Optimization exercise on an open flow, not production practice. RTL: at most simulated, not proved equivalent. Power: default activity.

`flow/design.v`:
```
package admm_pkg;
    localparam int DATA_W = 16;
    localparam int BUS_W  = 32;
    localparam int ADDR_W = 8;
    localparam int N_ELEM = 8;
    localparam int IDX_W  = 3;
    localparam int ITER_W = 16;
    function automatic [17:0] ks_add18(input logic [17:0] x, input logic [17:0] y, input logic cin);
        logic [17:0] g, p, gg, pp, gn, pn;
        g = x & y;
        p = x ^ y;
        gg = g;
        pp = p;
        gg[0] = g[0] | (p[0] & cin);
        for (int d = 1; d < 18; d = d * 2) begin
            gn = gg;
            pn = pp;
            for (int i = d; i < 18; i++) begin
                gn[i] = gg[i] | (pp[i] & gg[i-d]);
                pn[i] = pp[i] & pp[i-d];
            end
            gg = gn;
            pp = pn;
        end
        ks_add18 = p ^ {gg[16:0], cin};
    endfunction
    function automatic [17:0] add_sub18(input logic [15:0] x, input logic [15:0] y, input logic [15:0] z);
        logic [17:0] a, b, c, s, k;
        a = {{2{x[15]}}, x};
        b = {{2{y[15]}}, y};
        c = ~{{2{z[15]}}, z};
        s = a ^ b ^ c;
        k = {(a[16:0] & b[16:0]) | (a[16:0] & c[16:0]) | (b[16:0] & c[16:0]), 1'b0};
        add_sub18 = ks_add18(s, k, 1'b1);
    endfunction
    function automatic [35:0] add_sub18_pair(input logic [15:0] x, input logic [15:0] y, input logic [15:0] z);
        logic [17:0] a, b, c, s, k, g, p, gg, pp, gn, pn;
        a = {{2{x[15]}}, x};
        b = {{2{y[15]}}, y};
        c = ~{{2{z[15]}}, z};
        s = a ^ b ^ c;
        k = {(a[16:0] & b[16:0]) | (a[16:0] & c[16:0]) | (b[16:0] & c[16:0]), 1'b0};
        g = s & k;
        p = s ^ k;
        gg = g;
        pp = p;
        for (int d = 1; d < 18; d = d * 2) begin
            gn = gg;
            pn = pp;
            for (int i = d; i < 18; i++) begin
                gn[i] = gg[i] | (pp[i] & gg[i-d]);
                pn[i] = pp[i] & pp[i-d];
            end
            gg = gn;
            pp = pn;
        end
        add_sub18_pair = {p ^ {gg[16:0] | pp[16:0], 1'b1}, p ^ {gg[16:0], 1'b0}};
    endfunction
endpackage
`timescale 1ns/1ps
module admm_stage1 (
    input  logic signed [15:0] ref_i,
    input  logic signed [15:0] z_i,
    input  logic signed [15:0] y_i,
    output logic signed [15:0] x_o
);
    logic [17:0] w;
    always_comb begin
        w = admm_pkg::add_sub18(ref_i, z_i, y_i);
        if (!w[17] && w[16])      x_o = 16'sh7fff;
        else if (w[17] && !w[16]) x_o = -16'sh8000;
        else                      x_o = w[16:1];
    end
endmodule
module admm_stage2 (
    input  logic signed [15:0] x_i,
    input  logic signed [15:0] y_i,
    input  logic signed [15:0] lo_i,
    input  logic signed [15:0] hi_i,
    output logic signed [15:0] z_o,
    output logic signed [15:0] y_o
);
    logic [17:0] v;
    logic [17:0] a;
    logic [17:0] b;
    logic [17:0] b1;
    logic [17:0] ys;
    logic        lt;
    logic        gt;
    always_comb begin
        v  = admm_pkg::ks_add18({{2{x_i[15]}}, x_i}, {{2{y_i[15]}}, y_i}, 1'b0);
        a  = admm_pkg::add_sub18(x_i, y_i, lo_i);
        {b, b1} = admm_pkg::add_sub18_pair(x_i, y_i, hi_i);
        lt = a[17];
        gt = !b1[17];
        if (lt) begin
            z_o = lo_i;
            ys  = a;
        end else if (gt) begin
            z_o = hi_i;
            ys  = b;
        end else begin
            z_o = v[15:0];
            ys  = '0;
        end
        if (!ys[17] && ys[16:15] != 2'b00)     y_o = 16'sh7fff;
        else if (ys[17] && ys[16:15] != 2'b11) y_o = -16'sh8000;
        else                                   y_o = ys[15:0];
    end
endmodule
`timescale 1ns/1ps
module admm_absdiff (
    input  logic signed [15:0] a_i,
    input  logic signed [15:0] b_i,
    output logic        [15:0] m_o
);
    logic [17:0] p;
    logic [15:0] c;
    logic [15:0] t;
    logic [15:0] tn;
    always_comb begin
        p = admm_pkg::ks_add18({{2{a_i[15]}}, a_i}, ~{{2{b_i[15]}}, b_i}, 1'b1);
        c = ~p[15:0];
        t = c;
        for (int d = 1; d < 16; d = d * 2) begin
            tn = t;
            for (int i = d; i < 16; i++) tn[i] = t[i] & t[i-d];
            t = tn;
        end
        m_o = p[17] ? (c ^ {t[14:0], 1'b1}) : p[15:0];
    end
endmodule
module admm_max3 (
    input  logic [15:0] acc_i,
    input  logic        first_i,
    input  logic [15:0] m0_i,
    input  logic [15:0] m1_i,
    output logic [15:0] m01_o,
    output logic [15:0] m_o
);
    logic c01, c0a, c1a;
    always_comb begin
        c01   = m0_i >= m1_i;
        c0a   = first_i || (m0_i >= acc_i);
        c1a   = first_i || (m1_i >= acc_i);
        m01_o = c01 ? m0_i : m1_i;
        if (c01 && c0a)       m_o = m0_i;
        else if (!c01 && c1a) m_o = m1_i;
        else                  m_o = acc_i;
    end
endmodule
`timescale 1ns/1ps
module admm_solver (
    input  logic        clk,
    input  logic        rst,
    input  logic        chipselect,
    input  logic        read,
    input  logic        write,
    input  logic [7:0]  addr,
    input  logic [31:0] writedata,
    output logic [31:0] readdata
);
    localparam int N = 8;
    localparam int L = 2;
    logic [15:0] ref_r [N];
    logic [15:0] lo_r  [N];
    logic [15:0] hi_r  [N];
    logic [15:0] x_r   [N];
    logic [15:0] tol_r;
    logic [15:0] max_r;
    logic [15:0] iter_r;
    logic [15:0] pri_r;
    logic [15:0] dual_r;
    logic        busy_r;
    logic        done_r;
    logic        conv_r;
    logic        it0_r;
    logic        last_r;
    logic [1:0]  ph_r;
    logic [15:0] rd_lo;
    logic        rd_hi;
    logic       wr_op;
    logic       cfg_wr;
    logic       start_now;
    logic [2:0] elem;
    logic [4:0] blk;
    assign wr_op     = chipselect && write;
    assign cfg_wr    = wr_op && !busy_r;
    assign elem      = addr[2:0];
    assign blk       = addr[7:3];
    assign start_now = cfg_wr && (addr == 8'd0) && writedata[0];
    logic       v2_r, v3_r, v4_r;
    logic [1:0] p2_r, p3_r, p4_r;
    logic       issue;
    logic       stop;
    assign issue = busy_r || start_now;
    logic [15:0] q2_x  [L];
    logic [15:0] q2_y  [L];
    logic [15:0] q2_zo [L];
    logic [15:0] q2_lo [L];
    logic [15:0] q2_hi [L];
    logic [15:0] q3_x  [L];
    logic [15:0] q3_z  [L];
    logic [15:0] q3_zo [L];
    logic [15:0] q3_y  [L];
    logic [15:0] q4_x  [L];
    logic [15:0] q4_z  [L];
    logic [15:0] q4_md [L];
    logic [15:0] q4_me [L];
    logic [15:0] q4_y  [L];
    logic [15:0] q4_zo [L];
    logic [15:0] q1_z  [L];
    logic [15:0] q1_y  [L];
    logic [15:0] q1_r  [L];
    logic [15:0] s1_x  [L];
    logic [15:0] s1_z  [L];
    logic [15:0] s1_y  [L];
    logic [15:0] s2_z  [L];
    logic [15:0] s2_y  [L];
    logic [15:0] s3_md [L];
    logic [15:0] s3_me [L];
    function automatic [15:0] pick(input logic [8*16-1:0] vec, input logic [1:0] p, input int j);
        case (p)
            2'd0: pick = vec[16*(0 + j) +: 16];
            2'd1: pick = vec[16*(2 + j) +: 16];
            2'd2: pick = vec[16*(4 + j) +: 16];
            default: pick = vec[16*(6 + j) +: 16];
        endcase
    endfunction
    logic [8*16-1:0] ref_p, lo_p, hi_p;
    always_comb begin
        for (int i = 0; i < N; i++) begin
            ref_p[16*i +: 16] = ref_r[i];
            lo_p[16*i +: 16]  = lo_r[i];
            hi_p[16*i +: 16]  = hi_r[i];
        end
    end
    logic       zmask;
    logic       zmask_r;
    logic       t2_it0_r, t3_it0_r;
    logic [1:0] ph_nx;
    assign ph_nx = busy_r ? ph_r + 2'd1 : {1'b0, start_now};
    always_ff @(posedge clk or posedge rst) begin
        if (rst) zmask_r <= 1'b1;
        else     zmask_r <= start_now || !busy_r || stop || (it0_r && ph_r != 2'd3);
    end
    assign zmask = zmask_r;
    genvar g;
    generate
        for (g = 0; g < L; g++) begin : g_lane
            assign s1_z[g] = zmask ? 16'd0 : q1_z[g];
            assign s1_y[g] = zmask ? 16'd0 : q1_y[g];
            admm_stage1 u_s1 (
                .ref_i (q1_r[g]),
                .z_i   (s1_z[g]),
                .y_i   (s1_y[g]),
                .x_o   (s1_x[g])
            );
            admm_stage2 u_s2 (
                .x_i  (q2_x[g]),
                .y_i  (q2_y[g]),
                .lo_i (q2_lo[g]),
                .hi_i (q2_hi[g]),
                .z_o  (s2_z[g]),
                .y_o  (s2_y[g])
            );
            admm_absdiff u_d (.a_i(q3_x[g]), .b_i(q3_z[g]),  .m_o(s3_md[g]));
            admm_absdiff u_e (.a_i(q3_z[g]), .b_i(t3_it0_r ? 16'd0 : q3_zo[g]), .m_o(s3_me[g]));
        end
    endgenerate
    always_ff @(posedge clk) begin
        for (int j = 0; j < L; j++) begin
            q2_x[j]  <= s1_x[j];
            q2_y[j]  <= s1_y[j];
            q2_lo[j] <= pick(lo_p, ph_r, j);
            q2_hi[j] <= pick(hi_p, ph_r, j);
            q3_x[j]  <= q2_x[j];
            q3_z[j]  <= s2_z[j];
            q3_y[j]  <= s2_y[j];
            q4_x[j]  <= q3_x[j];
            q4_z[j]  <= q3_z[j];
            q4_md[j] <= s3_md[j];
            q4_me[j] <= s3_me[j];
            q4_y[j]  <= q3_y[j];
            q1_r[j]  <= (cfg_wr && addr == 8'(8 + j)) ? writedata[15:0] : pick(ref_p, ph_nx, j);
            q1_y[j]  <= q4_y[j];
            if (busy_r) begin
                q1_z[j]  <= q4_z[j];
                q2_zo[j] <= q1_z[j];
                q3_zo[j] <= q2_zo[j];
                q4_zo[j] <= q3_zo[j];
            end
        end
        t2_it0_r <= zmask;
        t3_it0_r <= t2_it0_r;
    end
    logic        ok_pair;
    logic        ok_acc_r;
    logic        conv_all;
    logic        it_end;
    logic [15:0] acc_p_r;
    logic [15:0] acc_d_r;
    logic [15:0] f_p;
    logic [15:0] f_d;
    logic        first4;
    logic [15:0] m_p;
    logic [15:0] m_d;
    admm_max3 u_max_p (.acc_i(acc_p_r), .first_i(first4), .m0_i(q4_md[0]), .m1_i(q4_md[1]), .m01_o(m_p), .m_o(f_p));
    admm_max3 u_max_d (.acc_i(acc_d_r), .first_i(first4), .m0_i(q4_me[0]), .m1_i(q4_me[1]), .m01_o(m_d), .m_o(f_d));
    assign ok_pair  = (m_p <= tol_r) && (m_d <= tol_r);
    assign first4   = (p4_r == 2'd0);
    assign conv_all = ok_pair && (first4 || ok_acc_r);
    assign it_end   = v4_r && (p4_r == 2'd3);
    assign stop     = it_end && (conv_all || last_r);
    always_ff @(posedge clk) begin
        acc_p_r  <= f_p;
        acc_d_r  <= f_d;
        ok_acc_r <= conv_all;
    end
    logic [15:0] limit;
    assign limit = (max_r == 16'd0) ? 16'd1 : max_r;
    always_ff @(posedge clk or posedge rst) begin
        if (rst) begin
            busy_r <= 1'b0;
            done_r <= 1'b0;
            conv_r <= 1'b0;
            it0_r  <= 1'b0;
            last_r <= 1'b0;
            ph_r   <= '0;
            iter_r <= '0;
            v2_r   <= 1'b0;
            v3_r   <= 1'b0;
            v4_r   <= 1'b0;
            p2_r   <= '0;
            p3_r   <= '0;
            p4_r   <= '0;
            pri_r  <= '0;
            dual_r <= '0;
            tol_r  <= '0;
            max_r  <= 16'd1;
        end else begin
            v2_r   <= issue && !stop;
            v3_r   <= v2_r && !stop;
            v4_r   <= v3_r && !stop;
            p2_r   <= ph_r;
            p3_r   <= p2_r;
            p4_r   <= p3_r;
            last_r <= (iter_r + 16'd1) >= limit;
            if (start_now) begin
                busy_r <= 1'b1;
                done_r <= 1'b0;
                conv_r <= 1'b0;
                it0_r  <= 1'b1;
                iter_r <= '0;
                ph_r   <= 2'd1;
            end else if (busy_r) begin
                ph_r <= ph_r + 2'd1;
                if (ph_r == 2'd3) it0_r <= 1'b0;
                if (it_end) begin
                    iter_r <= iter_r + 16'd1;
                    pri_r  <= f_p;
                    dual_r <= f_d;
                end
                if (stop) begin
                    busy_r <= 1'b0;
                    done_r <= 1'b1;
                    conv_r <= conv_all;
                    ph_r   <= '0;
                end
            end
            if (cfg_wr && addr == 8'd3) tol_r <= writedata[15:0];
            if (cfg_wr && addr == 8'd4) max_r <= writedata[15:0];
        end
    end
    always_ff @(posedge clk) begin
        for (int i = 0; i < N; i++) begin
            if (v4_r && p4_r == 2'(i / 2)) begin
                x_r[i] <= q4_x[i % 2];
            end
            if (cfg_wr && blk == 5'd1 && elem == 3'(i)) ref_r[i] <= writedata[15:0];
            if (cfg_wr && blk == 5'd2 && elem == 3'(i)) lo_r[i]  <= writedata[15:0];
            if (cfg_wr && blk == 5'd3 && elem == 3'(i)) hi_r[i]  <= writedata[15:0];
        end
    end
    logic [15:0] rd_val;
    logic        rd_sx;
    always_comb begin
        rd_val = '0;
        rd_sx  = 1'b0;
        case (blk)
            5'd0: begin
                case (elem)
                    3'd1: rd_val = stop ? {13'd0, conv_all, 2'b10} : {13'd0, conv_r, done_r, busy_r};
                    3'd2: rd_val = iter_r;
                    3'd3: rd_val = tol_r;
                    3'd4: rd_val = max_r;
                    3'd5: rd_val = pri_r;
                    3'd6: rd_val = dual_r;
                    default: rd_val = '0;
                endcase
            end
            5'd1: begin rd_val = ref_r[elem]; rd_sx = 1'b1; end
            5'd2: begin rd_val = lo_r[elem];  rd_sx = 1'b1; end
            5'd3: begin rd_val = hi_r[elem];  rd_sx = 1'b1; end
            5'd4: begin rd_val = x_r[elem];   rd_sx = 1'b1; end
            5'd5: begin
                case (elem[2:1])
                    2'd0: rd_val = q4_zo[elem[0]];
                    2'd1: rd_val = q3_zo[elem[0]];
                    2'd2: rd_val = q2_zo[elem[0]];
                    default: rd_val = q1_z[elem[0]];
                endcase
                rd_sx = 1'b1;
            end
            default: ;
        endcase
    end
    always_ff @(posedge clk) begin
        rd_lo <= rd_val;
        rd_hi <= rd_sx && rd_val[15];
    end
    assign readdata = {{16{rd_hi}}, rd_lo};
endmodule
`timescale 1ns/1ps
module admm_top (
    input  logic        clk,
    input  logic        rst,
    input  logic        chipselect,
    input  logic        read,
    input  logic        write,
    input  logic [7:0]  addr,
    input  logic [31:0] writedata,
    output logic [31:0] readdata
);
    admm_solver u_solver (
        .clk        (clk),
        .rst        (rst),
        .chipselect (chipselect),
        .read       (read),
        .write      (write),
        .addr       (addr),
        .writedata  (writedata),
        .readdata   (readdata)
    );
endmodule
```
`flow/flow/run.sh`:
```
#!/bin/bash
# Standard layout, with timing repair aiming for extra setup slack so the
# critical paths are sized for a shorter period than the 13 ns constraint.
set -euo pipefail
bash standard.sh finish SETUP_SLACK_MARGIN=8.5 > flow_make.log 2>&1
```
`flow/standard.sh`:
```
#!/bin/bash
# synth_recipe.tcl (not shown) runs the flow's synth.tcl, then flattens the netlist and writes it again
# the make line also repeats each setting of config.mk as NAME=value (left out here)
make -C /OpenROAD-flow-scripts/flow DESIGN_CONFIG=/design/flow/config.mk WORK_HOME=/design/flow/orfs CLKGATE_MAP_FILE= SYNTH_SCRIPT=/design/flow/synth_recipe.tcl "${@:-finish}"
```
`flow/config.mk`:
```
export PLATFORM = sky130hd
export DESIGN_NAME = admm_top
export DESIGN_NICKNAME = admm_top
export VERILOG_FILES = /design/flow/design.v
export SDC_FILE = /design/flow/constraint.sdc
export NUM_CORES = 4
export LEC_CHECK = 0
export CAP_MARGIN = 20
export CORE_MARGIN = 2
export CORE_UTILIZATION = 40
export SLEW_MARGIN = 20
```
`flow/constraint.sdc`:
```
create_clock -name core_clock -period 13.0 [get_ports {clk}]
set_input_delay 2.6000 -clock core_clock [delete_from_list [all_inputs] [get_ports {clk}]]
set_output_delay 2.6000 -clock core_clock [all_outputs]
set_load 0.01 [all_outputs]
```
==> reports/metrics.json, run 1 <==
{
  "routing": {
    "dr.pass1.iters": 9,
    "initialDrtViolationCount": 6482,
    "via_count": 46400,
    "post_drt_via_cell_ratio": 5.88,
    "drt_drc_violations_left": 0,
    "wl_per_cell_um": 27.6,
    "drtAntennaViolNets": 0,
    "drt-total-wl_um": 218000
  },
  "setup_path": {
    "timing.critical_path.from": "addr[2]",
    "critical_path.endpoint_type": "flip-flop",
    "critical_path.cell_chain": "buf_12, clkinv_1, buf_6, buf_12, nor2_2, buf_8, a22oi_1, o22ai_1, o221ai_2, nand4_1, a21o_1",
    "critPathMaxFanout": 32,
    "crit_type": "in -> reg",
    "critical_path.most_common_cell": "sky130_fd_sc_hd__buf_12",
    "worst-endpoint-arrival_ns": 5.35,
    "setup_slack_reg_to_reg_ns": 8.64,
    "cpMaxStageDelayCell": "sky130_fd_sc_hd__nand4_1",
    "critPathRequiredTime_ns": 13.67,
    "crit_path_max_incr_delay_ns": 0.40,
    "crit_start_category": "primary input",
    "r2r-start": "u_solver.zmask_r"
  },
  "timing": {
    "min_period_over_period": 0.360,
    "worst_pin_slew_ns": 1.17,
    "final_period_minus_worst_setup_slack_ns": 4.67,
    "timing_hold_violations_final": 0,
    "hold_slack_ns": 0.322,
    "max_slew_margin": 0.213,
    "timing.clock.skew_ns": 0.0482,
    "final-max-slew-violation-count": 0,
    "grt_setup_unrepaired": "yes",
    "finalSetupViolCount": 0,
    "fin_setup_tns_ns": 0,
    "timing.fmax_mhz": 214
  },
  "global_route": {
    "grt_antenna_before_repair": 24,
    "grt_first_pass_wirelength_um": 304000,
    "gr-usage-all-layers": 0.269,
    "first_global_vias": 43400,
    "grt_overflow_total": 0,
    "grt_start_max_net_pins": 71
  },
  "clock_network": {
    "clk_path_buf_depth": 3,
    "htree_num_levels": 4,
    "cts.hold.buffers_added": 0,
    "cts_root_buffer": "sky130_fd_sc_hd__clkbuf_16",
    "clock_sinks": 1237,
    "numCtsBuffers": 139,
    "insertion_delay_ns": 0.79,
    "worst_setup_hold_path_clk_slew_ns": 0.06,
    "clock_tree_from_tritoncts": "built"
  },
  "min_path": {
    "hp-class": "reg -> reg",
    "worst_hold_startpoint": "u_solver.q3_y[0][2]"
  },
  "yosys": {
    "fraction_of_synthesized_cell_area_taken_by_the_top_area_cell_type": 0.314,
    "synth_top_area_cell": "sky130_fd_sc_hd__edfxtp_1",
    "synth_warnings": 58,
    "post_synth_num_cell_types": 90,
    "synth_edf_count": 640,
    "ys_dominant_reg_cell": "sky130_fd_sc_hd__edfxtp_1",
    "most_area_consuming_cells_after_synthesis": "sky130_fd_sc_hd__edfxtp_1 (31%), sky130_fd_sc_hd__dfxtp_1 (16%), sky130_fd_sc_hd__ha_1 (7.1%)",
    "syn-cell-area_um2": 61200,
    "synth.net_count": 6123,
    "async_reset_ff_frac": 0.0784,
    "synth_sequential_area_ratio": 0.518,
    "syn_area_per_cell_um2": 10.9,
    "syn_inst": 5623,
    "ys_ff_latch": 1237
  },
  "pwr": {
    "leakagePower_nw": 28.0,
    "largest_voltage_drop_on_the_vdd_net_uv": 150,
    "power_density_normalized_to_cell_area_nw_per_um2": 252
  },
  "finish": {
    "layout_common_cells": "sky130_fd_sc_hd__edfxtp_1 (640), sky130_fd_sc_hd__inv_1 (576), sky130_fd_sc_hd__dfxtp_1 (492), sky130_fd_sc_hd__nand2_1 (414), sky130_fd_sc_hd__o21ai_0 (389)",
    "fin_util": 0.465,
    "layout.filler_cells": 13800,
    "finalNetCount": 6220,
    "area.growth.synth_to_final_pct": 15.4,
    "final_cell_area_um2": 70600,
    "layout_cells_sized_above_1": 0.103,
    "layout.cells.most_common": "sky130_fd_sc_hd__edfxtp_1"
  },
  "place": {
    "number_of_buffer_cells_added_on_primary_ports": 59,
    "routabilityCongestion": 0.979,
    "postPlaceCellArea_um2": 64200,
    "dp_hpwl_um": 152000
  },
  "floorplanning": {
    "die-area_um2": 156000,
    "initial_core_util": 0.403,
    "core_region_area_um2": 152000,
    "placement_rows": 143,
    "fp.dieW_um": 395,
    "ioPinCount": 77,
    "floorplan.die.height_um": 395
  },
  "status": {
    "status": "no timing/DRC/antenna violations"
  },
  "job": {
    "drv.max_cap_violation_count": 0
  }
}
[report_power, final]
part           leakage (nW)  internal [mW]  total (mW)  switching (mW)
clock network          2.24           2.31        4.01            1.71
registers              11.1           4.88        5.58           0.696
logic                  14.7           3.10        8.21            5.10
total                  28.0           10.3        17.8            7.51
[worst paths after layout]
path | endpoint | cells past startpoint
worst max-delay path | u_solver.rd_lo[6] | 11
worst min-delay path | u_solver.q4_y[0][2] | 0
worst max register to register | u_solver.q2_x[0][2] | 14
worst min register to register | u_solver.q4_y[0][2] | 0
max in group asynchronous | u_solver.busy_r | 4
min in group asynchronous | u_solver.dual_r[0] | 2
[worst max-delay path: cells and delay by family]
family	cells	cell delay (ns)
simple gates	2	0.47
compound gates	4	1.20
buf+inv	5	0.94
[per-stage QoR]
stage	instances	power, mW	setup WS (ns)
CTS	7828	17.6	8.42
finish	7894	17.8	8.33
floorplan	5623	10.8	8.08
global route	7886	18.8	8.46
detailed placement	7543	13.5	6.17
global placement	7543	13.4	6.18
[state kept, by name, summed over array words and instances (netlist names), 128 cells and up]
signal          count
u_solver.hi_r     128
u_solver.lo_r     128
u_solver.x_r      128
u_solver.ref_r    128
[cell type report]
cell class / count / area [um^2] / area share
repair buffers: 206 / 2260 / 0.0321
flip-flops and latches: 1237 / 31700 / 0.449
inverters: 579 / 2180 / 0.0308
multi-input cells: 3557 / 27200 / 0.386
clock buffers: 190 / 3770 / 0.0534
diodes: 26 / 65.1 / 0.000922
clock inverters: 69 / 875 / 0.0124
well taps: 2030 / 2540 / 0.0360
[routing by layer]
metal | track usage | vias up | wire length, um
met2 | 0.405 | 2535 | 94400
met4 | 0.142 | 8 | 12600
li1 | - | 20700 | -
met3 | 0.0683 | 508 | 22900
met5 | 0 | - | 59
met1 | 0.357 | 22700 | 87600
[synth_stat cells (all sizes together) (90+ instances only)]
cell / n
a21oi: 270
inv: 579
xnor2: 138
mux2i: 157
fa: 108
a222oi: 96
a22oi: 127
dfxtp: 500
a21o: 90
edfxtp: 640
nand2b: 93
dfrtp: 95
ha: 347
clkbuf: 205
nand2: 423
nor2: 239
o21ai: 405
[kinds of logic after synthesis]
| group | share of synthesized area |
|---|---|
| adder cells (fa/ha/maj) | 0.108 |
| XOR/XNOR | 0.0289 |
| buffers and inverters | 0.0523 |
| flip-flops | 0.518 |
| multiplexers | 0.0382 |
| AND/OR/NAND/NOR | 0.0891 |
| AO/OA/AOI/OAI | 0.166 |
[repair_timing]
action,in CTS,in global routing
resized for setup,135,69
pin swaps,10,21
buffers inserted,18,34
cloned,8,5
setup endpoints to repair,538,351
Testbench counts, summed over its fixed seeds: cycles 12,724, solves 192.
==> run 2, diff against run 1 <==
--- a/flow/config.mk
+++ b/flow/config.mk
@@ -8,4 +8,5 @@
 export CAP_MARGIN = 20
 export CORE_MARGIN = 2
 export CORE_UTILIZATION = 40
+export CTS_BUF_LIST = sky130_fd_sc_hd__clkbuf_8
 export SLEW_MARGIN = 20
==> run 2 against run 1 <==
- still clean on timing, DRC and antenna
- non-clock buffer count is 30 lower
- final area is 1.2% lower
- flip-flop and latch count stayed put
- sequential share of layout area is 0.58 points higher
- combinational power is 0.5% lower
- total power is 2.5% lower
- setup slack worse by 0.12 ns
- clock skew is 0.022 ns higher
- utilization is 0.57 points lower
- largest cell class unchanged
- highest routed layer unchanged
==> reports/metrics.json, run 2 <==
{
  "status": {
    "status": "no timing/DRC/antenna violations"
  },
  "place": {
    "number_of_buffer_cells_added_on_primary_ports": {"value": 59, "change": "unchanged"},
    "pre_cts_ws": {"value": 6.17, "unit": "ns", "change": "unchanged"},
    "postPlaceCellArea": {"value": 64200, "unit": "um^2", "change": "unchanged"},
    "routabilityCongestion": {"value": 0.979, "change": "unchanged"},
    "place_inst": {"value": 7543, "change": "unchanged"},
    "dp_hpwl": {"value": 152000, "unit": "um", "change": "unchanged"}
  },
  "yosys": {
    "fraction_of_synthesized_cell_area_taken_by_the_top_area_cell_type": {"value": 0.314, "change": "unchanged"},
    "ys_ff_latch": {"value": 1237, "change": "unchanged"},
    "post_synth_num_cell_types": {"value": 90, "change": "unchanged"},
    "synth_edf_count": {"value": 640, "change": "unchanged"},
    "ys_dominant_reg_cell": "sky130_fd_sc_hd__edfxtp_1",
    "synth.net_count": {"value": 6123, "change": "unchanged"},
    "synth_cell_count_leaders": "sky130_fd_sc_hd__edfxtp_1 (640), sky130_fd_sc_hd__inv_1 (579), sky130_fd_sc_hd__dfxtp_1 (500), sky130_fd_sc_hd__nand2_1 (423), sky130_fd_sc_hd__o21ai_0 (404)",
    "syn_area_per_cell": {"value": 10.9, "unit": "um^2", "change": "unchanged"},
    "synth_sequential_area_ratio": {"value": 0.518, "change": "unchanged"},
    "synth_warnings": {"value": 58, "change": "unchanged"},
    "post-synth-top-count-cell": "sky130_fd_sc_hd__edfxtp_1",
    "synth_top_area_cell": "sky130_fd_sc_hd__edfxtp_1",
    "syn-cell-area": {"value": 61200, "unit": "um^2", "change": "unchanged"},
    "syn_inst": {"value": 5623, "change": "unchanged"},
    "most_area_consuming_cells_after_synthesis": "sky130_fd_sc_hd__edfxtp_1 (31%), sky130_fd_sc_hd__dfxtp_1 (16%), sky130_fd_sc_hd__ha_1 (7.1%)",
    "async_reset_ff_frac": {"value": 0.0784, "change": "unchanged"}
  },
  "routing": {
    "dr.pass1.iters": {"value": 11, "change": "+2"},
    "wl_per_cell": {"value": 27.1, "unit": "um", "change": "-1.5%"},
    "post_drt_via_cell_ratio": {"value": 5.83, "change": "-0.83%"},
    "initialDrtViolationCount": {"value": 6056, "change": "-6.6%"},
    "via_count": {"value": 46600, "change": "+0.37%"},
    "drtAntennaViolNets": {"value": 0, "change": "unchanged"},
    "drt-total-wl": {"value": 217000, "unit": "um", "change": "-0.30%"},
    "drt_drc_violations_left": {"value": 0, "change": "unchanged"}
  },
  "setup_path": {
    "critical_path.cell_chain": "buf_12, buf_12, nor2_4, buf_4, a22o_1, a221oi_1, nor2_1, nor3_1, nand3_1, o21a_1",
    "worst-endpoint-arrival": {"value": 5.59, "unit": "ns", "change": "+0.24 ns"},
    "crit_type": "in -> reg",
    "crit_path_max_incr_delay": {"value": 0.54, "unit": "ns", "change": "+0.14 ns"},
    "cpMaxStageDelayCell": "sky130_fd_sc_hd__buf_4",
    "critical_path.most_common_cell": "sky130_fd_sc_hd__buf_12",
    "critical_path.endpoint_type": "flip-flop",
    "crit_start_category": "primary input",
    "critPathRequiredTime": {"value": 13.79, "unit": "ns", "change": "+0.12 ns"},
    "critPathMaxFanout": {"value": 43, "change": "+34%"}
  },
  "finish": {
    "finalNetCount": {"value": 6255, "change": "+0.56%"},
    "final_cell_area": {"value": 69700, "unit": "um^2", "change": "-1.2%"},
    "instances_no_fill": {"value": 7990, "change": "+1.2%"},
    "layout_cells_sized_above_1": {"value": 0.112, "change": "+0.00870"},
    "layout.cells.most_common": "sky130_fd_sc_hd__inv_1",
    "area.growth.synth_to_final_pct": 14.0,
    "layout_common_cells": "sky130_fd_sc_hd__inv_1 (644), sky130_fd_sc_hd__edfxtp_1 (640), sky130_fd_sc_hd__dfxtp_1 (485), sky130_fd_sc_hd__nand2_1 (414), sky130_fd_sc_hd__o21ai_0 (392)",
    "fin_util": {"value": 0.459, "change": "-0.00573"}
  },
  "clock_network": {
    "htree_num_levels": {"value": 4, "change": "unchanged"},
    "clock_sinks": {"value": 1237, "change": "unchanged"},
    "insertion_delay": {"value": 0.96, "unit": "ns", "change": "+0.17 ns"},
    "numCtsBuffers": {"value": 206, "change": "+48%"},
    "clk_path_buf_depth": {"value": 3, "change": "unchanged"},
    "cts_root_buffer": "sky130_fd_sc_hd__clkbuf_8",
    "worst_setup_hold_path_clk_slew": {"value": 0.07, "unit": "ns", "change": "about the same"},
    "clock_tree_from_tritoncts": "built",
    "cts.hold.buffers_added": {"value": 0, "change": "unchanged"}
  },
  "job": {
    "drv.max_cap_violation_count": {"value": 0, "change": "unchanged"}
  },
  "global_route": {
    "gr-usage-met2": {"value": 0.402, "change": "-0.00378"},
    "grt_start_max_net_pins": {"value": 71, "change": "unchanged"},
    "grt_overflow_total": {"value": 0, "change": "unchanged"},
    "busiest_grt_layer": "met2",
    "grt_first_pass_wirelength": {"value": 304000, "unit": "um", "change": "-0.13%"},
    "met1_global_route_usage": {"value": 0.354, "change": "-0.00280"},
    "grtUsageMet3": {"value": 0.0678, "change": "-0.000494"},
    "gr-usage-all-layers": {"value": 0.269, "change": "-0.000941"},
    "grt_antenna_before_repair": {"value": 30, "change": "+25%"},
    "first_global_vias": {"value": 43900, "change": "+1.0%"}
  },
  "timing": {
    "finalSetupViolCount": {"value": 0, "change": "unchanged"},
    "max_slew_margin": {"value": 0.187, "change": "-0.0260"},
    "fin_setup_tns": {"value": 0, "unit": "ns", "change": "unchanged"},
    "timing_hold_violations_final": {"value": 0, "change": "unchanged"},
    "timing.clock.skew": {"value": 0.0700, "unit": "ns", "change": "+0.0219 ns"},
    "worst_slack": {"value": 8.20, "unit": "ns", "change": "-0.124 ns"},
    "worst_pin_slew": {"value": 1.21, "unit": "ns", "change": "+0.0387 ns"},
    "hold_slack": {"value": 0.294, "unit": "ns", "change": "-0.0281 ns"},
    "min_period_over_period": {"value": 0.369, "change": "+0.00956"},
    "final-max-slew-violation-count": {"value": 0, "change": "unchanged"},
    "final_period_minus_worst_setup_slack": {"value": 4.80, "unit": "ns", "change": "+0.124 ns"},
    "timing.fmax": {"value": 208, "unit": "MHz", "change": "-2.6%"},
    "grt_setup_unrepaired": "yes"
  },
  "floorplanning": {
    "initial_core_util": {"value": 0.403, "change": "unchanged"},
    "fp.dieW": {"value": 395, "unit": "um", "change": "unchanged"},
    "die-area": {"value": 156000, "unit": "um^2", "change": "unchanged"},
    "floorplan.die.height": {"value": 395, "unit": "um", "change": "unchanged"},
    "placement_rows": {"value": 143, "change": "unchanged"},
    "core_region_area": {"value": 152000, "unit": "um^2", "change": "unchanged"},
    "ioPinCount": {"value": 77, "change": "unchanged"}
  },
  "min_path": {
    "hp-class": "reg -> reg"
  },
  "pwr": {
    "design_power_total": {"value": 17.3, "unit": "mW", "change": "-2.5%"},
    "largest_voltage_drop_on_the_vdd_net": {"value": 155, "unit": "uV", "change": "+3.2%"},
    "leakagePower": {"value": 28.2, "unit": "nW", "change": "+0.71%"},
    "power_density_normalized_to_cell_area": {"value": 249, "unit": "nW/um^2", "change": "-1.3%"}
  }
}
-- run 2: cell counts after synthesis --
Identical to the previous run, type by type.
-- run 2: what timing repair did --
| item | 4_1_cts | 5_1_grt |
|---|---|---|
| pin swaps | 9 | 9 |
| hold endpoints to repair | 0 | 0 |
| gates cloned | 5 | 3 |
| setup endpoints to repair | 517 | 254 |
| setup buffers | 16 | 9 |
| resized for setup | 135 | 62 |
-- run 2: worst max-delay path: cells and delay by family --
kind            cells  cell delay (ns)
compound gates      3             0.60
buf+inv             3             0.93
simple gates        4             1.29
-- run 2: final timing paths --
check / cells after the start / endpoint / start / slack (ns)
max in group asynchronous: 4 / u_solver.busy_r / rst / 9.59
hold / removal: 0 / u_solver.q4_y[0][10] / u_solver.q3_y[0][10] / 0.29
setup / recovery: 10 / u_solver.rd_hi / addr[0] / 8.20
setup reg to reg: 16 / u_solver.q2_x[1][1] / u_solver.zmask_r / 8.65
hold reg to reg: 0 / u_solver.q4_y[0][10] / u_solver.q3_y[0][10] / 0.29
min in group asynchronous: 2 / u_solver.dual_r[0] / rst / 1.99
-- run 2: cells by family after synthesis --
family          after synthesis  share of synthesized area
compound gates             1521                      0.166
xor+xnor                    202                     0.0289
fa+ha+maj                   463                      0.108
buf+inv                     835                     0.0523
flops                      1237                      0.518
mux                         213                     0.0382
simple gates               1152                     0.0891
-- run 2: area by class of cell --
type	count	area, um^2
diodes	22	55.1
clock buffers	245	3370
clock inverters	146	981
fillers	14000	82200
inverters	579	2180
multi-input cells	3555	27100
flip-flops and latches	1237	31700
well taps	2030	2540
repair buffers	176	1840
-- run 2: power by group --
part           switching (mW)  total [mW]  leakage (nW)  internal [mW]
Sequential              0.698        5.58          11.1           4.88
Clock                    1.69        3.60          2.48           1.91
Combinational            5.07        8.17          14.7           3.10
Total                    7.46        17.3          28.2           9.89
-- run 2: routing by layer --
metal | part of all wire | wire, um
met1 | 0.40 | 86700
met2 | 0.43 | 94300
met3 | 0.11 | 22800
met4 | 0.060 | 12900
met5 | 0.00011 | 24
==> run 3, diff against run 2 <==
--- a/flow/design.v
+++ b/flow/design.v
@@ -169,8 +169,6 @@
     logic [15:0] tol_r;
     logic [15:0] max_r;
     logic [15:0] iter_r;
-    logic [15:0] pri_r;
-    logic [15:0] dual_r;
     logic        busy_r;
     logic        done_r;
     logic        conv_r;
@@ -313,10 +311,17 @@
     assign it_end   = v4_r && (p4_r == 2'd3);
     assign stop     = it_end && (conv_all || last_r);
     always_ff @(posedge clk) begin
-        acc_p_r  <= f_p;
-        acc_d_r  <= f_d;
         ok_acc_r <= conv_all;
     end
+    always_ff @(posedge clk or posedge rst) begin
+        if (rst) begin
+            acc_p_r <= '0;
+            acc_d_r <= '0;
+        end else if (v4_r) begin
+            acc_p_r <= f_p;
+            acc_d_r <= f_d;
+        end
+    end
     logic [15:0] limit;
     assign limit = (max_r == 16'd0) ? 16'd1 : max_r;
     always_ff @(posedge clk or posedge rst) begin
@@ -334,8 +339,6 @@
             p2_r   <= '0;
             p3_r   <= '0;
             p4_r   <= '0;
-            pri_r  <= '0;
-            dual_r <= '0;
             tol_r  <= '0;
             max_r  <= 16'd1;
         end else begin
@@ -358,8 +361,6 @@
                 if (ph_r == 2'd3) it0_r <= 1'b0;
                 if (it_end) begin
                     iter_r <= iter_r + 16'd1;
-                    pri_r  <= f_p;
-                    dual_r <= f_d;
                 end
                 if (stop) begin
                     busy_r <= 1'b0;
@@ -394,8 +395,8 @@
                     3'd2: rd_val = iter_r;
                     3'd3: rd_val = tol_r;
                     3'd4: rd_val = max_r;
-                    3'd5: rd_val = pri_r;
-                    3'd6: rd_val = dual_r;
+                    3'd5: rd_val = acc_p_r;
+                    3'd6: rd_val = acc_d_r;
                     default: rd_val = '0;
                 endcase
             end
--- a/flow/config.mk
+++ b/flow/config.mk
@@ -8,5 +8,4 @@
 export CAP_MARGIN = 20
 export CORE_MARGIN = 2
 export CORE_UTILIZATION = 40
-export CTS_BUF_LIST = sky130_fd_sc_hd__clkbuf_8
 export SLEW_MARGIN = 20
==> run 3 against run 2 <==
- still clean
- count of clock-buffer cells in the layout shrank 72
- maximum frequency grew 3.7%
- cell count shrank 5.7%
- combinational power grew 9.7%
- die area shrank 3.1%
- hold slack gained 0.012 ns
- utilization grew 0.66 points
- critical endpoint is now u_solver.rd_lo[3]
- highest routed layer unchanged
==> reports/metrics.json, run 3 <==
{
  "setup_path": {
    "critical_path.endpoint_type": "flip-flop",
    "crit_start_category": "primary input",
    "r2r-start": "u_solver.zmask_r",
    "crit_type": "in -> reg",
    "r2r_end": "u_solver.q2_x[0][3]",
    "worst-endpoint-arrival": {"value": 5.21, "unit": "ns", "change": "-0.38 ns"},
    "r2r.worst_path.cells": {"value": 16, "change": "unchanged"},
    "critPathMaxFanout": {"value": 25, "change": "-42%"},
    "critPathRequiredTime": {"value": 13.58, "unit": "ns", "change": "-0.21 ns"},
    "setup_slack_reg_to_reg": {"value": 8.64, "unit": "ns", "change": "about the same"}
  },
  "timing": {
    "timing.clock.skew": {"value": 0.0374, "unit": "ns", "change": "-0.0326 ns"},
    "timing.fmax": {"value": 216, "unit": "MHz", "change": "+3.7%"},
    "min_period_over_period": {"value": 0.356, "change": "-0.0131"},
    "timing_hold_violations_final": {"value": 0, "change": "unchanged"},
    "final_period_minus_worst_setup_slack": {"value": 4.63, "unit": "ns", "change": "-0.171 ns"},
    "fin_setup_tns": {"value": 0, "unit": "ns", "change": "unchanged"},
    "hold_slack": {"value": 0.306, "unit": "ns", "change": "+0.0124 ns"},
    "max_slew_margin": {"value": 0.249, "change": "+0.0621"},
    "worst_pin_slew": {"value": 1.10, "unit": "ns", "change": "-0.116 ns"},
    "grt_setup_unrepaired": "no",
    "finalSetupViolCount": {"value": 0, "change": "unchanged"},
    "final-max-slew-violation-count": {"value": 0, "change": "unchanged"}
  },
  "floorplanning": {
    "ioPinCount": {"value": 77, "change": "unchanged"},
    "initial_core_util": {"value": 0.402, "change": "-0.000800"},
    "die-area": {"value": 151000, "unit": "um^2", "change": "-3.1%"},
    "core_region_area": {"value": 147000, "unit": "um^2", "change": "-2.9%"},
    "placement_rows": {"value": 141, "change": "-1.4%"},
    "fp.dieW": {"value": 389, "unit": "um", "change": "-1.5%"},
    "floorplan.die.height": {"value": 389, "unit": "um", "change": "-1.5%"}
  },
  "routing": {
    "dr.pass1.iters": {"value": 17, "change": "+6"},
    "drt_drc_violations_left": {"value": 0, "change": "unchanged"},
    "drt-total-wl": {"value": 213000, "unit": "um", "change": "-1.7%"},
    "drtAntennaViolNets": {"value": 0, "change": "unchanged"},
    "via_count": {"value": 44300, "change": "-4.8%"},
    "initialDrtViolationCount": {"value": 6065, "change": "+0.15%"},
    "post_drt_via_cell_ratio": {"value": 5.88, "change": "+0.96%"},
    "wl_per_cell": {"value": 28.3, "unit": "um", "change": "+4.2%"}
  },
  "finish": {
    "finalNetCount": {"value": 5970, "change": "-4.6%"},
    "layout_common_cells": "sky130_fd_sc_hd__edfxtp_1 (640), sky130_fd_sc_hd__inv_1 (555), sky130_fd_sc_hd__dfxtp_1 (460), sky130_fd_sc_hd__a21oi_1 (350), sky130_fd_sc_hd__ha_1 (338)",
    "area.growth.synth_to_final_pct": 15.9,
    "layout.cells.most_common": "sky130_fd_sc_hd__edfxtp_1",
    "layout.filler_cells": {"value": 13400, "change": "-4.5%"},
    "layout_cells_sized_above_1": {"value": 0.114, "change": "+0.00167"}
  },
  "clock_network": {
    "htree_num_levels": {"value": 4, "change": "unchanged"},
    "cts.hold.buffers_added": {"value": 0, "change": "unchanged"},
    "clock_sinks": {"value": 1205, "change": "-2.6%"},
    "insertion_delay": {"value": 0.80, "unit": "ns", "change": "-0.16 ns"},
    "clk_path_buf_depth": {"value": 3, "change": "unchanged"},
    "cts_root_buffer": "sky130_fd_sc_hd__clkbuf_16",
    "clock_tree_from_tritoncts": "built",
    "worst_setup_hold_path_clk_slew": {"value": 0.06, "unit": "ns", "change": "about the same"},
    "numCtsBuffers": {"value": 132, "change": "-36%"}
  },
  "yosys": {
    "ys_ff_latch": {"value": 1205, "change": "-2.6%"},
    "synth_warnings": {"value": 58, "change": "unchanged"},
    "syn_inst": {"value": 5364, "change": "-4.6%"},
    "syn_area_per_cell": {"value": 11.0, "unit": "um^2", "change": "+1.6%"},
    "fraction_of_synthesized_cell_area_taken_by_the_top_area_cell_type": {"value": 0.324, "change": "+0.0101"},
    "synth.net_count": {"value": 5864, "change": "-4.2%"},
    "most_area_consuming_cells_after_synthesis": "sky130_fd_sc_hd__edfxtp_1 (32%), sky130_fd_sc_hd__dfxtp_1 (16%), sky130_fd_sc_hd__ha_1 (7.3%)",
    "synth_top_area_cell": "sky130_fd_sc_hd__edfxtp_1",
    "ys_dominant_reg_cell": "sky130_fd_sc_hd__edfxtp_1",
    "async_reset_ff_frac": {"value": 0.0805, "change": "+0.00208"},
    "post-synth-top-count-cell": "sky130_fd_sc_hd__edfxtp_1",
    "synth_sequential_area_ratio": {"value": 0.523, "change": "+0.00576"},
    "synth_edf_count": {"value": 640, "change": "unchanged"},
    "synth_cell_count_leaders": "sky130_fd_sc_hd__edfxtp_1 (640), sky130_fd_sc_hd__inv_1 (563), sky130_fd_sc_hd__dfxtp_1 (468), sky130_fd_sc_hd__a21oi_1 (362), sky130_fd_sc_hd__ha_1 (347)",
    "post_synth_num_cell_types": {"value": 88, "change": "-2.2%"},
    "syn-cell-area": {"value": 59300, "unit": "um^2", "change": "-3.1%"}
  },
  "global_route": {
    "grt_start_max_net_pins": {"value": 83, "change": "+17%"},
    "first_global_vias": {"value": 41100, "change": "-6.2%"},
    "grt_first_pass_wirelength": {"value": 294000, "unit": "um", "change": "-3.0%"},
    "grt_overflow_total": {"value": 0, "change": "unchanged"},
    "grt_antenna_before_repair": {"value": 16, "change": "-47%"},
    "gr-usage-all-layers": {"value": 0.270, "change": "+0.00190"}
  },
  "pwr": {
    "leakagePower": {"value": 27.4, "unit": "nW", "change": "-3.0%"},
    "power_density_normalized_to_cell_area": {"value": 270, "unit": "nW/um^2", "change": "+8.5%"},
    "largest_voltage_drop_on_the_vdd_net": {"value": 263, "unit": "uV", "change": "+70%"},
    "design_power_total": {"value": 18.5, "unit": "mW", "change": "+6.8%"}
  },
  "min_path": {
    "hold_path_end": "u_solver.q4_y[0][13]",
    "worst_hold_startpoint": "u_solver.q3_y[0][13]",
    "hp-class": "reg -> reg",
    "holdPathStages": {"value": 0, "change": "unchanged"}
  },
  "place": {
    "dp_hpwl": {"value": 151000, "unit": "um", "change": "-1.1%"},
    "routabilityCongestion": {"value": 0.936, "change": "-4.4%"},
    "number_of_buffer_cells_added_on_primary_ports": {"value": 59, "change": "unchanged"}
  },
  "status": {
    "status": "no timing/DRC/antenna violations"
  },
  "job": {
    "drv.max_cap_violation_count": {"value": 0, "change": "unchanged"}
  }
}
-- run 3: cell families (layout without fill, tap and decap cells) --
kind of cell / after synthesis / in the layout / synth area share
compound gates: 1512 / 1514 / 0.171
xor+xnor: 209 / 209 / 0.0309
fa+ha+maj: 457 / 457 / 0.110
buf+inv: 808 / 1017 / 0.0523
flops: 1205 / 1205 / 0.523
mux: 172 / 172 / 0.0319
other cells: 0 / 25 / 0
simple gates: 1001 / 1004 / 0.0807
-- run 3: timing repair --
item | 4_1_cts | 5_1_grt
resized for setup | 156 | 88
cloned | 4 | 9
endpoints found under the setup margin | 550 | 261
pin swaps | 31 | 29
hold endpoints to repair | 0 | 0
buffers inserted | 40 | 14
-- run 3: worst max-delay path, stage by stage --
cell and delay, ns:
sky130_fd_sc_hd__buf_16 0.14, sky130_fd_sc_hd__inv_2 0.18, sky130_fd_sc_hd__buf_12 0.26, sky130_fd_sc_hd__nor2_2 0.17, sky130_fd_sc_hd__buf_4 0.29, sky130_fd_sc_hd__a221oi_1 0.72
sky130_fd_sc_hd__a211oi_2 0.19, sky130_fd_sc_hd__nor3_2 0.32, sky130_fd_sc_hd__o221ai_2 0.25
-- run 3: power by group --
group | total (mW) | switching [mW] | internal (mW)
logic | 8.96 | 5.39 | 3.57
clock network | 3.83 | 1.64 | 2.19
registers | 5.74 | 0.870 | 4.87
total | 18.5 | 7.90 | 10.6
-- run 3: final cells by class --
cell class              instances  area [um^2]  share of cell area
diodes                         25         62.6            0.000911
flip-flops and latches       1205        31000               0.452
clock buffers                 173         3730              0.0543
well taps                    1930         2410              0.0352
repair inverters                1         5.00           0.0000729
repair buffers                209         2370              0.0345
multi-input cells            3356        26200               0.381
clock inverters                69          726              0.0106
inverters                     565         2140              0.0312
-- run 3: worst max path at each step --
stage                   startpoint              endpoint  slack (ns)  depth (start not counted)
2_1_floorplan              addr[0]   u_solver.hi_r[1][0]        8.07                          7
3_3_place_gp               addr[2]        u_solver.rd_hi        6.30                         10
3_5_place_dp               addr[2]        u_solver.rd_hi        6.30                         10
4_1_cts                    addr[0]        u_solver.rd_hi        8.35                         10
5_1_grt        u_solver.q2_x[0][3]  u_solver.q3_y[0][11]        8.47                         15
6_report                   addr[2]     u_solver.rd_lo[3]        8.37                          9
-- run 3: per-layer routing --
metal | share of wire | global-route usage | vias up
li1 | - | - | 19800
met4 | 0.062 | 0.159 | 2
met5 | 0.000066 | 0 | -
met3 | 0.098 | 0.0512 | 395
met1 | 0.42 | 0.375 | 21700
met2 | 0.43 | 0.394 | 2464
-- run 3: through the flow --
stage / utilization / cell area (um^2) / worst slack (ns) / instances
after floorplan: - / 59400 / 8.07 / 5364
after global placement: 0.422 / 62200 / 6.30 / 7197
after detailed placement: 0.422 / 62200 / 6.30 / 7199
after CTS: 0.460 / 67900 / 8.35 / 7485
after global routing: 0.466 / 68700 / 8.47 / 7529
final: 0.466 / 68700 / 8.37 / 7533
Testbench counts of run 3, summed over its fixed seeds: cycles 12,724, solves 192.
==> run 4, diff against run 3 <==
--- a/flow/config.mk
+++ b/flow/config.mk
@@ -8,4 +8,5 @@
 export CAP_MARGIN = 20
 export CORE_MARGIN = 2
 export CORE_UTILIZATION = 40
+export CTS_BUF_LIST = sky130_fd_sc_hd__clkbuf_8
 export SLEW_MARGIN = 20
==> run 4 against run 3 <==
- critical path type unchanged
- flip-flop and latch count unchanged
- critical path depth unchanged
- via count up 0.25%
- final area down 0.48%
==> reports/metrics.json, run 4 <==
{
  "status": {
    "status": "no timing/DRC/antenna violations"
  },
  "routing": {
    "initialDrtViolationCount": {"value": 5663, "change": "-6.6%"},
    "post_drt_via_cell_ratio": {"value": 5.79, "change": "-1.5%"},
    "wl_per_cell": {"value": 27.5, "unit": "um", "change": "-2.8%"},
    "drt_drc_violations_left": {"value": 0, "change": "unchanged"},
    "drtAntennaViolNets": {"value": 0, "change": "unchanged"},
    "via_count": {"value": 44400, "change": "+0.25%"},
    "drt-total-wl": {"value": 211000, "unit": "um", "change": "-1.0%"},
    "dr.pass1.iters": {"value": 8, "change": "-9"}
  },
  "yosys": {
    "synth_sequential_area_ratio": {"value": 0.523, "change": "unchanged"},
    "ys_ff_latch": {"value": 1205, "change": "unchanged"},
    "fraction_of_synthesized_cell_area_taken_by_the_top_area_cell_type": {"value": 0.324, "change": "unchanged"},
    "synth_warnings": {"value": 58, "change": "unchanged"},
    "syn_inst": {"value": 5364, "change": "unchanged"},
    "post_synth_num_cell_types": {"value": 88, "change": "unchanged"},
    "async_reset_ff_frac": {"value": 0.0805, "change": "unchanged"},
    "post-synth-top-count-cell": "sky130_fd_sc_hd__edfxtp_1",
    "synth.net_count": {"value": 5864, "change": "unchanged"},
    "most_area_consuming_cells_after_synthesis": "sky130_fd_sc_hd__edfxtp_1 (32%), sky130_fd_sc_hd__dfxtp_1 (16%), sky130_fd_sc_hd__ha_1 (7.3%)",
    "syn-cell-area": {"value": 59300, "unit": "um^2", "change": "unchanged"},
    "synth_cell_count_leaders": "sky130_fd_sc_hd__edfxtp_1 (640), sky130_fd_sc_hd__inv_1 (563), sky130_fd_sc_hd__dfxtp_1 (468), sky130_fd_sc_hd__a21oi_1 (362), sky130_fd_sc_hd__ha_1 (347)",
    "ys_dominant_reg_cell": "sky130_fd_sc_hd__edfxtp_1",
    "synth_top_area_cell": "sky130_fd_sc_hd__edfxtp_1",
    "synth_edf_count": {"value": 640, "change": "unchanged"},
    "syn_area_per_cell": {"value": 11.0, "unit": "um^2", "change": "unchanged"}
  },
  "finish": {
    "fin_util": {"value": 0.463, "change": "-0.00225"},
    "final_cell_area": {"value": 68300, "unit": "um^2", "change": "-0.48%"},
    "layout_common_cells": "sky130_fd_sc_hd__edfxtp_1 (640), sky130_fd_sc_hd__inv_1 (606), sky130_fd_sc_hd__dfxtp_1 (456), sky130_fd_sc_hd__a21oi_1 (350), sky130_fd_sc_hd__ha_1 (337)",
    "layout_cells_sized_above_1": {"value": 0.127, "change": "+0.0138"},
    "finalNetCount": {"value": 6033, "change": "+1.1%"},
    "area.growth.synth_to_final_pct": 15.3,
    "layout.cells.most_common": "sky130_fd_sc_hd__edfxtp_1"
  },
  "pwr": {
    "leakagePower": {"value": 27.6, "unit": "nW", "change": "+0.94%"},
    "power_density_normalized_to_cell_area": {"value": 266, "unit": "nW/um^2", "change": "-1.3%"},
    "largest_voltage_drop_on_the_vdd_net": {"value": 264, "unit": "uV", "change": "+0.24%"},
    "design_power_total": {"value": 18.2, "unit": "mW", "change": "-1.8%"}
  },
  "floorplanning": {
    "initial_core_util": {"value": 0.402, "change": "unchanged"},
    "die-area": {"value": 151000, "unit": "um^2", "change": "unchanged"},
    "floorplan.die.height": {"value": 389, "unit": "um", "change": "unchanged"},
    "ioPinCount": {"value": 77, "change": "unchanged"},
    "fp.dieW": {"value": 389, "unit": "um", "change": "unchanged"},
    "core_region_area": {"value": 147000, "unit": "um^2", "change": "unchanged"},
    "placement_rows": {"value": 141, "change": "unchanged"}
  },
  "setup_path": {
    "timing.critical_path.from": "addr[2]",
    "critical_path.endpoint_type": "flip-flop",
    "crit_type": "in -> reg",
    "worst-endpoint-arrival": {"value": 5.44, "unit": "ns", "change": "+0.23 ns"},
    "critPathMaxFanout": {"value": 34, "change": "+36%"},
    "r2r-start": "u_solver.zmask_r",
    "crit_start_category": "primary input",
    "critPathRequiredTime": {"value": 13.85, "unit": "ns", "change": "+0.27 ns"}
  },
  "timing": {
    "worst_slack": {"value": 8.41, "unit": "ns", "change": "+0.0379 ns"},
    "worst_pin_slew": {"value": 1.13, "unit": "ns", "change": "+0.0298 ns"},
    "finalSetupViolCount": {"value": 0, "change": "unchanged"},
    "timing.fmax": {"value": 218, "unit": "MHz", "change": "+0.82%"},
    "final-max-slew-violation-count": {"value": 0, "change": "unchanged"},
    "timing_hold_violations_final": {"value": 0, "change": "unchanged"},
    "timing.clock.skew": {"value": 0.0582, "unit": "ns", "change": "+0.0208 ns"},
    "min_period_over_period": {"value": 0.353, "change": "-0.00291"},
    "final_period_minus_worst_setup_slack": {"value": 4.59, "unit": "ns", "change": "-0.0379 ns"},
    "grt_setup_unrepaired": "yes",
    "fin_setup_tns": {"value": 0, "unit": "ns", "change": "unchanged"},
    "max_slew_margin": {"value": 0.228, "change": "-0.0204"}
  },
  "clock_network": {
    "numCtsBuffers": {"value": 199, "change": "+51%"},
    "clock_tree_from_tritoncts": "built",
    "cts_root_buffer": "sky130_fd_sc_hd__clkbuf_8",
    "worst_setup_hold_path_clk_slew": {"value": 0.06, "unit": "ns", "change": "about the same"},
    "clock_sinks": {"value": 1205, "change": "unchanged"},
    "clk_path_buf_depth": {"value": 3, "change": "unchanged"},
    "cts.hold.buffers_added": {"value": 0, "change": "unchanged"},
    "htree_num_levels": {"value": 4, "change": "unchanged"},
    "insertion_delay": {"value": 0.94, "unit": "ns", "change": "+0.14 ns"}
  },
  "min_path": {
    "worst_hold_startpoint": "u_solver.q3_y[0][10]",
    "hp-class": "reg -> reg"
  },
  "place": {
    "pre_cts_ws": {"value": 6.30, "unit": "ns", "change": "unchanged"},
    "number_of_buffer_cells_added_on_primary_ports": {"value": 59, "change": "unchanged"},
    "postPlaceCellArea": {"value": 62200, "unit": "um^2", "change": "unchanged"},
    "routabilityCongestion": {"value": 0.936, "change": "unchanged"},
    "dp_hpwl": {"value": 151000, "unit": "um", "change": "unchanged"}
  },
  "global_route": {
    "gr-usage-all-layers": {"value": 0.270, "change": "-0.000298"},
    "busiest_grt_layer": "met2",
    "grt_start_max_net_pins": {"value": 83, "change": "unchanged"},
    "grt_first_pass_wirelength": {"value": 294000, "unit": "um", "change": "about the same"},
    "met1_global_route_usage": {"value": 0.370, "change": "-0.00506"},
    "first_global_vias": {"value": 41400, "change": "+0.72%"},
    "grt_antenna_before_repair": {"value": 24, "change": "+8"},
    "gr-usage-met2": {"value": 0.396, "change": "+0.00205"},
    "grtUsageMet3": {"value": 0.0579, "change": "+0.00668"},
    "grt_overflow_total": {"value": 0, "change": "unchanged"}
  },
  "job": {
    "drv.max_cap_violation_count": {"value": 0, "change": "unchanged"}
  }
}
-- run 4: cell count changes in the layout (fill, tap and decap cells not counted), sizes merged, moves of 3 or more --
cell / change
clkbuf: +72
inv: +47
dlygate4sd2: +25
clkdlybuf4s50: -22
clkinv: +11
diode: +4
bufinv: +3
clkinvlp: +3
dlymetal6s2s: -3
-- run 4: kinds of logic (layout without fill, tap and decap cells) --
logic type,Yosys count,count (layout),synth area share
AOI/OAI and AO/OA,1512,1512,0.171
DFF,1205,1205,0.523
and+or+nand+nor,1001,1002,0.0807
buffers and inverters,808,1154,0.0523
adders and majority gates,457,457,0.110
xor gates and xnor gates,209,209,0.0309
muxes,172,172,0.0319
other,0,29,0
-- run 4: report_power, final --
| group | internal, mW | switching [mW] |
|---|---|---|
| Clock | 1.92 | 1.63 |
| Sequential | 4.87 | 0.873 |
| Combinational | 3.57 | 5.34 |
-- run 4: worst paths after layout --
kind,end,slack [ns],depth (start not counted)
max,u_solver.rd_lo[6],8.41,9
min,u_solver.q4_y[0][10],0.30,0
max reg2reg,u_solver.q2_x[1][4],8.61,16
min reg2reg,u_solver.q4_y[0][10],0.30,0
max in group asynchronous,u_solver.busy_r,9.25,3
min in group asynchronous,u_solver.acc_p_r[8],2.20,2
-- run 4: layout make-up --
type	instances	area (um^2)
sequential	1205	31000
timing repair inverter	1	5.00
clock inverter	133	907
clock buffer	246	3390
fill	13500	79100
antenna	29	72.6
timing repair buffer	209	2260
multi-input combinational	3352	26100
inverter	565	2140
tap	1930	2410
-- run 4: metal layers --
layer	wire [um]	part of all wire	up-vias
met5	32	0.00015	-
met4	12600	0.060	4
met3	20300	0.096	389
met2	90400	0.43	2389
met1	87600	0.42	21700
li1	-	-	20000
-- run 4: stage by stage --
stage | std cells | hold WS [ns]
after floorplan | 5364 | 0.310
after global placement | 7197 | 0.310
after detailed placement | 7199 | 0.312
after CTS | 7616 | 0.299
after global routing | 7664 | 0.311
final | 7670 | 0.296
-- run 4: timing repair --
action,in CTS,in global routing
gates cloned,3,5
setup endpoints to repair,557,183
resized for setup,155,98
buffers inserted,35,20
pin swaps,21,28
-- run 4: worst max-delay path: stages --
cell,delay [ns]
sky130_fd_sc_hd__buf_12,0.21
sky130_fd_sc_hd__buf_8,0.34
sky130_fd_sc_hd__nand2_1,0.16
sky130_fd_sc_hd__nor2_4,0.39
sky130_fd_sc_hd__buf_8,0.41
sky130_fd_sc_hd__a22oi_1,0.16
sky130_fd_sc_hd__a31oi_1,0.68
sky130_fd_sc_hd__nor3_2,0.20
sky130_fd_sc_hd__nand4_1,0.14
==> run 5, diff against run 4 <==
--- a/flow/config.mk
+++ b/flow/config.mk
@@ -9,4 +9,5 @@
 export CORE_MARGIN = 2
 export CORE_UTILIZATION = 40
 export CTS_BUF_LIST = sky130_fd_sc_hd__clkbuf_8
+export PLACE_DENSITY = 0.7
 export SLEW_MARGIN = 20
==> run 5 against run 4 <==
- synthesized cell count unchanged
- hold slack better by 0.023 ns
- flip-flop and latch count unchanged
- register-to-register slack about the same
- utilization down 0.21 points
- total power down 0.70%
- final area down 0.46%
- wire length down 2.5%
- clock skew up 0.012 ns
- critical path depth up 1
==> reports/metrics.json, run 5 <==
{
  "timing": {
    "grt_setup_unrepaired": "yes",
    "fin_setup_tns": {"value": 0, "unit": "ns", "change": "unchanged"},
    "timing_hold_violations_final": {"value": 0, "change": "unchanged"},
    "hold_slack": {"value": 0.319, "unit": "ns", "change": "+0.0229 ns"},
    "timing.fmax": {"value": 213, "unit": "MHz", "change": "-2.3%"},
    "final_period_minus_worst_setup_slack": {"value": 4.70, "unit": "ns", "change": "+0.108 ns"},
    "final-max-slew-violation-count": {"value": 0, "change": "unchanged"},
    "timing.clock.skew": {"value": 0.0704, "unit": "ns", "change": "+0.0122 ns"},
    "max_slew_margin": {"value": 0.0792, "change": "-0.149"},
    "min_period_over_period": {"value": 0.361, "change": "+0.00833"},
    "finalSetupViolCount": {"value": 0, "change": "unchanged"},
    "worst_pin_slew": {"value": 1.34, "unit": "ns", "change": "+0.217 ns"}
  },
  "yosys": {
    "synth.net_count": {"value": 5864, "change": "unchanged"},
    "post-synth-top-count-cell": "sky130_fd_sc_hd__edfxtp_1",
    "syn_inst": {"value": 5364, "change": "unchanged"},
    "most_area_consuming_cells_after_synthesis": "sky130_fd_sc_hd__edfxtp_1 (32%), sky130_fd_sc_hd__dfxtp_1 (16%), sky130_fd_sc_hd__ha_1 (7.3%)",
    "compound_cell_area_share_of_the_yosys_netlist": {"value": 0.171, "change": "unchanged"},
    "fraction_of_synthesized_cell_area_taken_by_the_top_area_cell_type": {"value": 0.324, "change": "unchanged"},
    "synth_warnings": {"value": 58, "change": "unchanged"},
    "async_reset_ff_frac": {"value": 0.0805, "change": "unchanged"},
    "ys_dominant_reg_cell": "sky130_fd_sc_hd__edfxtp_1",
    "post_synth_num_cell_types": {"value": 88, "change": "unchanged"},
    "syn_area_per_cell": {"value": 11.0, "unit": "um^2", "change": "unchanged"},
    "synth_top_area_cell": "sky130_fd_sc_hd__edfxtp_1",
    "synth-simple-area-share": {"value": 0.0807, "change": "unchanged"},
    "synth-adder-area-share": {"value": 0.110, "change": "unchanged"},
    "synth_xor_area_frac": {"value": 0.0309, "change": "unchanged"},
    "synth_sequential_area_ratio": {"value": 0.523, "change": "unchanged"},
    "ys_ff_latch": {"value": 1205, "change": "unchanged"},
    "synth_mux_area_frac": {"value": 0.0319, "change": "unchanged"},
    "synth_top_family_by_area": "compound AO/OA/AOI/OAI gates",
    "synth_cell_count_leaders": "sky130_fd_sc_hd__edfxtp_1 (640), sky130_fd_sc_hd__inv_1 (563), sky130_fd_sc_hd__dfxtp_1 (468), sky130_fd_sc_hd__a21oi_1 (362), sky130_fd_sc_hd__ha_1 (347)",
    "syn-cell-area": {"value": 59300, "unit": "um^2", "change": "unchanged"},
    "synth_edf_count": {"value": 640, "change": "unchanged"}
  },
  "pwr": {
    "design_power_total": {"value": 18.1, "unit": "mW", "change": "-0.70%"},
    "leakagePower": {"value": 27.6, "unit": "nW", "change": "-0.31%"},
    "largest_voltage_drop_on_the_vdd_net": {"value": 202, "unit": "uV", "change": "-24%"},
    "power_density_normalized_to_cell_area": {"value": 266, "unit": "nW/um^2", "change": "-0.25%"}
  },
  "global_route": {
    "grt_start_max_net_pins": {"value": 81, "change": "-2.4%"},
    "grt_first_pass_wirelength": {"value": 291000, "unit": "um", "change": "-1.2%"},
    "grt_overflow_total": {"value": 0, "change": "unchanged"},
    "gr-usage-all-layers": {"value": 0.264, "change": "-0.00577"},
    "grt_antenna_before_repair": {"value": 21, "change": "-13%"},
    "first_global_vias": {"value": 42700, "change": "+2.9%"}
  },
  "place": {
    "postPlaceCellArea": {"value": 62200, "unit": "um^2", "change": "about the same"},
    "dp_hpwl": {"value": 143000, "unit": "um", "change": "-4.7%"},
    "routabilityCongestion": {"value": 0.950, "change": "+1.4%"},
    "number_of_buffer_cells_added_on_primary_ports": {"value": 59, "change": "unchanged"}
  },
  "clock_network": {
    "numCtsBuffers": {"value": 192, "change": "-3.5%"},
    "insertion_delay": {"value": 0.95, "unit": "ns", "change": "about the same"},
    "clk_path_buf_depth": {"value": 3, "change": "unchanged"},
    "clock_sinks": {"value": 1205, "change": "unchanged"},
    "cts_root_buffer": "sky130_fd_sc_hd__clkbuf_8",
    "clock_tree_from_tritoncts": "built",
    "worst_setup_hold_path_clk_slew": {"value": 0.07, "unit": "ns", "change": "about the same"},
    "htree_num_levels": {"value": 4, "change": "unchanged"}
  },
  "finish": {
    "layout_cells_sized_above_1": {"value": 0.117, "change": "-0.0105"},
    "final_cell_area": {"value": 68000, "unit": "um^2", "change": "-0.46%"},
    "area.growth.synth_to_final_pct": 14.8,
    "layout_common_cells": "sky130_fd_sc_hd__edfxtp_1 (640), sky130_fd_sc_hd__inv_1 (612), sky130_fd_sc_hd__dfxtp_1 (461), sky130_fd_sc_hd__a21oi_1 (349), sky130_fd_sc_hd__ha_1 (341)",
    "finalNetCount": {"value": 6007, "change": "-0.43%"},
    "layout.cells.most_common": "sky130_fd_sc_hd__edfxtp_1"
  },
  "setup_path": {
    "worst-endpoint-arrival": {"value": 5.51, "unit": "ns", "change": "+0.07 ns"},
    "critical_path.endpoint_type": "flip-flop",
    "critPathRequiredTime": {"value": 13.81, "unit": "ns", "change": "-0.04 ns"},
    "crit_start_category": "primary input",
    "crit_type": "in -> reg",
    "critPathMaxFanout": {"value": 35, "change": "+2.9%"}
  },
  "floorplanning": {
    "ioPinCount": {"value": 77, "change": "unchanged"},
    "initial_core_util": {"value": 0.402, "change": "unchanged"},
    "floorplan.die.height": {"value": 389, "unit": "um", "change": "unchanged"},
    "die-area": {"value": 151000, "unit": "um^2", "change": "unchanged"},
    "placement_rows": {"value": 141, "change": "unchanged"},
    "core_region_area": {"value": 147000, "unit": "um^2", "change": "unchanged"},
    "fp.dieW": {"value": 389, "unit": "um", "change": "unchanged"}
  },
  "routing": {
    "post_drt_via_cell_ratio": {"value": 5.94, "change": "+2.5%"},
    "via_count": {"value": 45300, "change": "+1.9%"},
    "initialDrtViolationCount": {"value": 7518, "change": "+33%"},
    "dr.pass1.iters": {"value": 11, "change": "+3"},
    "drt_drc_violations_left": {"value": 0, "change": "unchanged"},
    "drt-total-wl": {"value": 206000, "unit": "um", "change": "-2.5%"},
    "drtAntennaViolNets": {"value": 0, "change": "unchanged"},
    "wl_per_cell": {"value": 27.0, "unit": "um", "change": "-1.9%"}
  },
  "min_path": {
    "hp-class": "reg -> reg"
  },
  "job": {
    "drv.max_cap_violation_count": {"value": 0, "change": "unchanged"}
  },
  "status": {
    "status": "no timing/DRC/antenna violations"
  }
}
## run 5: cell counts after synthesis
Identical to the previous run, type by type.
## run 5: stage by stage
step                worst slack, ns  std cells  utilization
global placement               6.29       7192        0.422
detailed placement             6.26       7193        0.422
global route                   8.44       7619        0.461
finish                         8.30       7625        0.461
floorplan                      8.07       5364            -
CTS                            8.50       7579        0.456
## run 5: cell families after synthesis
group | Yosys count
buffers and inverters | 808
and+or+nand+nor | 1001
adders and majority gates | 457
DFF | 1205
AOI/OAI and AO/OA | 1512
xor gates and xnor gates | 209
muxes | 172
## run 5: path summary, 6_finish.rpt
check,startpoint,end,slack (ns),cells after the start
setup / recovery,addr[2],u_solver.rd_lo[0],8.30,10
hold / removal,u_solver.q3_y[0][4],u_solver.q4_y[0][4],0.32,0
setup reg to reg,u_solver.zmask_r,u_solver.q2_x[0][5],8.62,16
hold reg to reg,u_solver.q3_y[0][4],u_solver.q4_y[0][4],0.32,0
max in group asynchronous,rst,u_solver.busy_r,9.52,4
min in group asynchronous,rst,u_solver.acc_p_r[8],2.26,3
## run 5: cell type report
type | count | area, um^2
well taps | 1930 | 2410
fillers | 13100 | 79500
clock buffers | 236 | 3250
repair inverters | 1 | 5.00
repair buffers | 188 | 2100
inverters | 565 | 2150
flip-flops and latches | 1205 | 31000
diodes | 20 | 50.0
clock inverters | 126 | 995
multi-input cells | 3354 | 26000
## run 5: what timing repair did
action | 4_1_cts | 5_1_grt
hold buffers | 0 | 0
setup endpoints to repair | 545 | 259
resized for setup | 138 | 77
pin swaps | 13 | 33
gates cloned | 6 | 4
setup buffers | 18 | 21
hold endpoints to repair | 0 | 0
## run 5: power breakdown
part           total, mW  switching (mW)  leakage, nW  internal, mW
clock               3.53            1.61         2.40          1.92
sequential          5.70           0.837         10.8          4.87
combinational       8.84            5.31         14.4          3.52
## run 5: per-layer routing
| layer | wire [um] | track usage | part of all wire | vias to the layer above |
|---|---|---|---|---|
| met3 | 26700 | 0.0788 | 0.13 | 541 |
| met1 | 77100 | 0.342 | 0.37 | 21800 |
| li1 | - | - | - | 19900 |
| met5 | 250 | 0.00925 | 0.0012 | - |
| met4 | 15500 | 0.180 | 0.075 | 10 |
| met2 | 86300 | 0.380 | 0.42 | 3072 |
## run 5: critical path, stage by stage
cell	delay, ns
sky130_fd_sc_hd__buf_8	0.25
sky130_fd_sc_hd__buf_16	0.24
sky130_fd_sc_hd__clkinv_8	0.19
sky130_fd_sc_hd__and3_4	0.34
sky130_fd_sc_hd__buf_8	0.22
sky130_fd_sc_hd__a221o_1	0.42
sky130_fd_sc_hd__o221ai_2	0.34
sky130_fd_sc_hd__o2111ai_1	0.36
sky130_fd_sc_hd__nor2_2	0.27
sky130_fd_sc_hd__o21ai_1	0.12
